This is an optimization exercise on Yosys and OpenROAD, whose aim is small area, a short achievable clock period and few clock cycles per item, not a production implementation. Only simulation tests tie the RTL to the original design; equivalence was not proved.

==> sierra <==
==> flow/design.v (excerpt) <==
module edf_fifo_resource_arbiter_unit (
  input  wire logic                  clk,
  input  wire logic                  rst_n,
  input  wire logic                  in_tvalid,
  output logic                       in_tready,
  input  wire logic [IN_DATA_W-1:0]  in_tdata,
  input  wire logic [1:0]            in_tuser,
  output logic                       out_tvalid,
  input  wire logic                  out_tready,
  output logic [OUT_DATA_W-1:0]      out_tdata,
  input  wire logic                  cfg_valid,
  output logic                       cfg_ready,
  input  wire logic [1:0]            cfg_index,
  input  wire logic [TIME_W-1:0]     cfg_data
);
==> flow/config.mk <==
export PLATFORM = sky130hd
export DESIGN_NAME = edf_fifo_resource_arbiter_unit
export DESIGN_NICKNAME = edf_fifo_resource_arbiter_unit
export VERILOG_FILES = /design/flow/design.v
export SDC_FILE = /design/flow/constraint.sdc
export NUM_CORES = 4
export LEC_CHECK = 0
export ABC_AREA = 1
export CAP_MARGIN = 40
export CORE_MARGIN = 2
export CORE_UTILIZATION = 55
export PLACE_DENSITY = 0.6
export SETUP_SLACK_MARGIN = 4.5
export SLEW_MARGIN = 30
==> flow/constraint.sdc <==
create_clock -name core_clock -period 8.0 [get_ports {clk}]
set_input_delay 1.6000 -clock core_clock [delete_from_list [all_inputs] [get_ports {clk}]]
set_output_delay 1.6000 -clock core_clock [all_outputs]
set_load 0.01 [all_outputs]
run.sh (not shown) runs the stock make flow with config.mk's settings and CLKGATE_MAP_FILE= SYNTH_SCRIPT=/design/flow/synth_recipe.tcl, a recipe that flattens the netlist after the stock synthesis.
==> lagoon (differences from sierra) <==
CORE_UTILIZATION = 40   (was 55)
PLACE_DENSITY = 0.5   (was 0.6)
SETUP_SLACK_MARGIN = 4.4   (was 4.5)
==> fjord (differences from sierra) <==
--- a/flow/design.v
+++ b/flow/design.v
@@ -118,11 +118,10 @@
   logic [ID_W-1:0]         a_rid_r;
   logic [TIME_W-1:0]       a_now_r;
   logic [KEY_W-1:0]        a_key_r;
   logic                    x_v_r;
   logic [1:0]              x_func_r;
-  logic                    x_can_r;    
   logic [ID_W-1:0]         x_rid_r;
   logic [KEY_W-1:0]        x_cdn_r;    
   logic [KEY_W-1:0]        x_key_r;
   logic [N-1:0]            x_lt_r;     
   logic [N-1:0]            x_eq_r;     
@@ -180,18 +179,18 @@
   logic [CW-1:0]        cnt_m1;
   logic                 is_req, is_rel, is_can;
   assign cnt_m1 = cnt_r - CW'(1);
   assign is_req = (x_func_r == FUNC_REQUEST);
   assign is_rel = (x_func_r == FUNC_RELEASE);
-  assign is_can = x_can_r && !pend_r && !fix_r;
+  assign is_can = (x_func_r == FUNC_CANCEL) && !pend_r && !fix_r;
   always_comb begin
     for (int s = 0; s < N; s++) begin
       last_oh[s] = v_r[s] && (pos_r[s] == cnt_m1[PW-1:0]);
       match[s]   = v_r[s] && x_match_r[s];
       for (int q = 0; q < N; q++) pos_oh[s][q] = (pos_r[s] == PW'(q));
     end
-    sel = (match & {N{is_can}}) | (fix_oh_r & {N{fix_r}});
+    sel = is_can ? match : fix_oh_r;
     for (int q = 0; q < N; q++) begin
       below[q] = 1'b0;
       for (int s = 0; s < N; s++) begin
         if (sel[s] && (pos_r[s] < PW'(q))) below[q] = 1'b1;
       end
@@ -384,11 +383,10 @@
       a_key_r  <= edf_mode_r ? add_time(in_tdata[71:40], burnout_r)
                              : {1'b0, in_tdata[39:8]};
     end
     if (x_free) begin
       x_func_r  <= a_func_r;
-      x_can_r   <= (a_func_r == FUNC_CANCEL);
       x_rid_r   <= a_rid_r;
       x_cdn_r   <= add_time(a_now_r, cooldown_r);
       x_key_r   <= a_key_r;
       x_lt_r    <= c_lt;
       x_eq_r    <= c_eq;
ABC_AREA = not set   (was 1)
CORE_UTILIZATION = 40   (was 55)
PLACE_DENSITY = 0.5   (was 0.6)
SETUP_SLACK_MARGIN = 3.0   (was 4.5)
==> run summary <==
cts bufs inserted=159; DP Cell Count=10517; Synth Area in Compound Gates=0.192; Cell Area, Placed=between 80000 and 90000 um^2; Post-CTS Resized=between 150 and 200; largest family of logic cells by synthesized area=compound AO/OA/AOI/OAI gates; synthesis-stage register bit count=around 1300; status=timing/DRC/antenna clean; pin count of the biggest net entering global routing=68
-- figures above: fjord

==> run summary <==
synthesis-stage register bit count=between 1000 and 1500; Stopped at=global routing (5_1_grt); tool error message=[ERROR GRT-0232] Routing congestion too high. Check the congestion heatmap in the GUI.; cts bufs inserted=between 100 and 150; DP Cell Count=12084; status=stopped before the end; largest family of logic cells by synthesized area=simple AND/OR/NAND/NOR gates; Synth Area in Compound Gates=0.116; Cell Area, Placed=approximately 90000 um^2
-- figures above: sierra

==> run summary <==
cts bufs inserted=around 160; Cell Area, Placed=between 90000 and 100000 um^2; status=timing/DRC/antenna clean; Synth Area in Compound Gates=0.116; largest family of logic cells by synthesized area=simple AND/OR/NAND/NOR gates; Post-CTS Resized=between 1000 and 1500; pin count of the biggest net entering global routing=84; synthesis-stage register bit count=roughly 1300; worst-margin pin slew=1.10 ns
-- figures above: lagoon

Testbench counts of sierra, summed over its fixed seeds: cycles 8,149, items 8,000.
Testbench counts of lagoon, summed over its fixed seeds: cycles 8,149, items 8,000.
Testbench counts of fjord, summed over its fixed seeds: cycles 8,149, items 8,000.

## afterwards: timing with drivers on the ports
How much do the figures lean on ideal ports? The routed layouts below were timed once more, with nothing changed but the port constraints. Step 1 assumes that a clkbuf_16 drives the clock port and a buf_2 every other input. Step 2, shift: input delay + t, output delay - t, t = (earliest + latest rising clock arrival at the registers) / 2. This alone moves slack from input paths to output paths. Slacks: ideal ports / drivers / drivers and shift; pairs: ideal ports / drivers.
run	shift t [ns]	slack for setup (ns)	worst hold slack (ns)	worst register clock-pin slew, ns
lagoon	0.931	4.027 / 4.027 / 3.548	0.447 / 0.447 / 0.447	0.07 / 0.07
fjord	0.927	2.775 / 2.775 / 2.310	0.441 / 0.441 / 0.441	0.07 / 0.07
After both steps setup and hold are still met in every run listed. For lagoon, which loses most, drivers alone change the setup slack by 0.000 ns; drivers and shift together by -0.479 ns.
